What follows belongs to an exercise in optimizing a design on an open flow for small area, a short achievable clock period and few clock cycles per item; a production flow would make more cautious choices. RTL that was checked went through simulation tests only; none was proved equivalent to the original. Power is estimated from default activity; no workload was simulated.

==> v18: inputs <==
## signed_int32_divider
module signed_int32_divider (
    input  logic        i_clk,
    input  logic        i_rst_n,
    input  logic        i_req_valid,
    output logic        o_req_ready,
    input  logic [31:0] i_req_numerator,
    input  logic [31:0] i_req_denominator,
    output logic        o_rsp_valid,
    input  logic        i_rsp_ready,
    output logic [31:0] o_rsp_quotient,
    output logic [1:0]  o_rsp_status
);
Settings: LEC_CHECK=0, ABC_AREA=1, CAP_MARGIN=20, CORE_MARGIN=2, CORE_UTILIZATION=60, SETUP_SLACK_MARGIN=1.8, SLEW_MARGIN=20; clock period 4.4 ns.
run.sh (not shown) runs the stock make flow with config.mk's settings and CLKGATE_MAP_FILE= SYNTH_SCRIPT=/design/flow/synth_recipe.tcl, a recipe that flattens the netlist after the stock synthesis.
==> v12 (differences from v18) <==
- CTS_BUF_LIST: default -> sky130_fd_sc_hd__clkbuf_8
- SETUP_SLACK_MARGIN: 1.8 -> 2.2
==> notes.md <==
ClkCell Share: v18 8.45%; v12 7.15%
Pre-antenna DRT Iters: v18 7; v12 6
GRT Resource Usage Total: v18 29.5%; v12 29.9%
Unrepaired setup endpoints after global routing: v18 false; v12 true
Number of clock-tree buffers in the layout: v18 374; v12 497
PostCTS Resize Cnt: v18 63; v12 505
Power dissipated in sequential cells: v18 28200 uW; v12 28300 uW
Sequential fraction of total cell area: v18 48.9%; v12 47.2%
Total wire length: v18 253000 um; v12 263000 um
Hold Path Sink: v18 p5_n[17]; v12 p5_n[19]
Layout area overhead: v18 13.3%; v12 18.0%
Pwr Total: v18 63000 uW; v12 61300 uW
Clock buffer count from CTS: v18 281; v12 406
Result of the run: v18 finished clean; v12 finished clean
Clock latency at the later pin of the worst-skew pair: v18 0.94 ns; v12 1.07 ns
Testbench counts of v18, summed over its fixed seeds: cycles 9,872, items 9,600.
Testbench counts of v12, summed over its fixed seeds: cycles 9,872, items 9,600.


==> inputs of run a <==
Another version of the RTL of signed_int32_divider (not shown whole).
==> flow/config.mk <==
export PLATFORM = sky130hd
export DESIGN_NAME = signed_int32_divider
export DESIGN_NICKNAME = signed_int32_divider
export VERILOG_FILES = /design/flow/design.v
export SDC_FILE = /design/flow/constraint.sdc
export NUM_CORES = 4
export LEC_CHECK = 0
export ABC_AREA = 1
export CAP_MARGIN = 20
export CORE_MARGIN = 2
export CORE_UTILIZATION = 60
export SETUP_SLACK_MARGIN = 1.8
export SLEW_MARGIN = 20
==> flow/constraint.sdc <==
create_clock -name core_clock -period 4.4 [get_ports {i_clk}]
set_input_delay 0.8800 -clock core_clock [delete_from_list [all_inputs] [get_ports {i_clk}]]
set_output_delay 0.8800 -clock core_clock [all_outputs]
set_load 0.01 [all_outputs]
==> run b: changes against run a <==
--- a/flow/design.v
+++ b/flow/design.v
@@ -31,67 +31,52 @@
 );
     logic        r_en;       
     logic        r_ov;       
     logic        r_kv;       
     logic [31:0] r_oq;
     logic [1:0]  r_os;
     logic [31:0] r_kq;
     logic [1:0]  r_ks;
-    assign o_req_ready = ~r_kv;
+    assign o_req_ready = r_en;
     logic [31:0] s0_n;
     logic [31:0] s0_dm;
     logic        s0_neg;
     logic        s0_v;
     assign s0_n   = i_req_numerator[31] ? (~i_req_numerator + 32'd1) : i_req_numerator;
     assign s0_dm  = i_req_denominator[31] ? (~i_req_denominator + 32'd1) : i_req_denominator;
     assign s0_neg = i_req_numerator[31] ^ i_req_denominator[31];
     assign s0_v   = i_req_valid;
-    logic        p0_v;
-    logic [31:0] p0_n;
-    logic [31:0] p0_dm;
-    logic        p0_neg;
-    always_ff @(posedge i_clk) begin
-        if (!i_rst_n) p0_v <= 1'b0;
-        else if (r_en) p0_v <= s0_v;
-    end
-    always_ff @(posedge i_clk) begin
-        if (r_en) begin
-            p0_n   <= s0_n;
-            p0_dm  <= s0_dm;
-            p0_neg <= s0_neg;
-        end
-    end
     logic [0:0] t0_sh;
     logic [1:0] t0_df;
     logic       t0_ge;
     logic [0:0] t0_r;
     logic [0:0] t0_q;
-    assign t0_sh = p0_n[31];
-    assign t0_df = {1'b0, t0_sh} - {1'b0, p0_dm[0:0]};
-    assign t0_ge = ~t0_df[1] & ~|p0_dm[31:1];
+    assign t0_sh = s0_n[31];
+    assign t0_df = {1'b0, t0_sh} - {1'b0, s0_dm[0:0]};
+    assign t0_ge = ~t0_df[1] & ~|s0_dm[31:1];
     assign t0_r  = t0_ge ? t0_df[0:0] : t0_sh;
     assign t0_q  = t0_ge;
     logic        p1_v;
     logic [0:0] p1_r;
     logic [0:0] p1_q;
     logic [30:0] p1_n;
     logic [31:0] p1_dm;
     logic        p1_neg;
     always_ff @(posedge i_clk) begin
         if (!i_rst_n) p1_v <= 1'b0;
-        else if (r_en) p1_v <= p0_v;
+        else if (r_en) p1_v <= s0_v;
     end
     always_ff @(posedge i_clk) begin
         if (r_en) begin
             p1_r   <= t0_r;
             p1_q   <= t0_q;
-            p1_n   <= p0_n[30:0];
-            p1_dm  <= p0_dm;
-            p1_neg <= p0_neg;
+            p1_n   <= s0_n[30:0];
+            p1_dm  <= s0_dm;
+            p1_neg <= s0_neg;
         end
     end
     logic [31:0] p1_nx;
     assign p1_nx = {{1{1'b0}}, p1_n};
     logic [1:0] t1_sh;
     logic [2:0] t1_df;
     logic       t1_ge;
     logic [1:0] t1_r;
@@ -1077,20 +1062,20 @@
         end else begin
             if (w_oen) r_ov <= r_kv | w_push;
             r_kv <= (r_kv | w_push) & ~w_oen;
             r_en <= ~((r_kv | w_push) & ~w_oen);
         end
     end
     always_ff @(posedge i_clk) begin
         if (w_oen) begin
-            r_oq <= r_en ? f_quot : r_kq;
-            r_os <= r_en ? f_st : r_ks;
+            r_oq <= r_kv ? r_kq : f_quot;
+            r_os <= r_kv ? r_ks : f_st;
         end
-        if (r_en) begin
+        if (~r_kv) begin
             r_kq <= f_quot;
             r_ks <= f_st;
         end
     end
     assign o_rsp_valid    = r_ov;
     assign o_rsp_quotient = r_oq;
     assign o_rsp_status   = r_os;
 endmodule
Settings changed: ABC_AREA 1 to default, CORE_UTILIZATION 60 to 40, SETUP_SLACK_MARGIN 1.8 to default.
==> comparison table <==
Outcome: run a complete, no violations; run b complete, no violations
Post CTS Setup Buffer Count: run a 22; run b 2
Maximum number of pins on one net before global-route repair: run a 179; run b 198
Number of ordinary inverters in the final layout: run a 1705; run b 686
Met3 capacity usage during global routing: run a 0.05038; run b 0.02078
Post-route worst hold slack: run a 386.7 ps; run b 396.7 ps
Well-Tap Cells: run a 2688; run b 3724
Power density over the cells: run a 511.0 mW/mm²; run b 504.2 mW/mm²
WL met3: run a 21280 µm; run b 6013 µm
Simple-gate share of the synthesized area: run a 0.1683; run b 0.06856
Internal cell power: run a 50.13 mW; run b 48.61 mW
Post-placement worst setup slack: run a 1254 ps; run b -1379 ps
Die W: run a 458.9 µm; run b 534.8 µm
Wire length per cell: run a 22.85 µm; run b 15.85 µm
Slew at the pin closest to its max-slew limit: run a 1183 ps; run b 1177 ps
Distinct cells, synth: run a 60; run b 95
Post-synthesis mux area share: run a 0; run b 0.02533
Met1 track utilization from global routing: run a 0.3392; run b 0.1403
Testbench counts of run a, summed over its fixed seeds: cycles 9,872, items 9,600.
Only the layout flow was run in run b; the RTL was not checked for function there.

==> static timing again, ports no longer ideal <==
The results above use ideal ports. As a check the final layouts listed here were re-extracted and re-timed, cells and wires unchanged.
Step 1, drivers: a clkbuf_16 drives i_clk and a buf_2 each remaining input, both assumed.
Step 2 also shifts input and output timing later by t, the mid clock arrival at the registers, as if the neighbouring blocks saw the same clock.
a / b / c = no drivers / after step 1 / after step 2; a / b = the first two.
| run | t (ns) | slack for setup (ns) | latest minus earliest clock arrival (ns) |
|---|---|---|---|
| v18 | 0.982 | 1.843 / 1.753 / 1.273 | 0.106 / 0.106 |
| v12 | 1.106 | 1.705 / 1.625 / 1.268 | 0.127 / 0.127 |
| run a | 1.027 | 1.774 / 1.774 / 1.029 | 0.116 / 0.116 |
| run b | 0.911 | 0.160 / 0.183 / -0.683 | 0.054 / 0.054 |
With both steps, setup timing fails in run b, where it was met with ideal ports. For run b, which loses most, drivers alone change the setup slack by +0.023 ns; drivers and shift together by -0.843 ns.
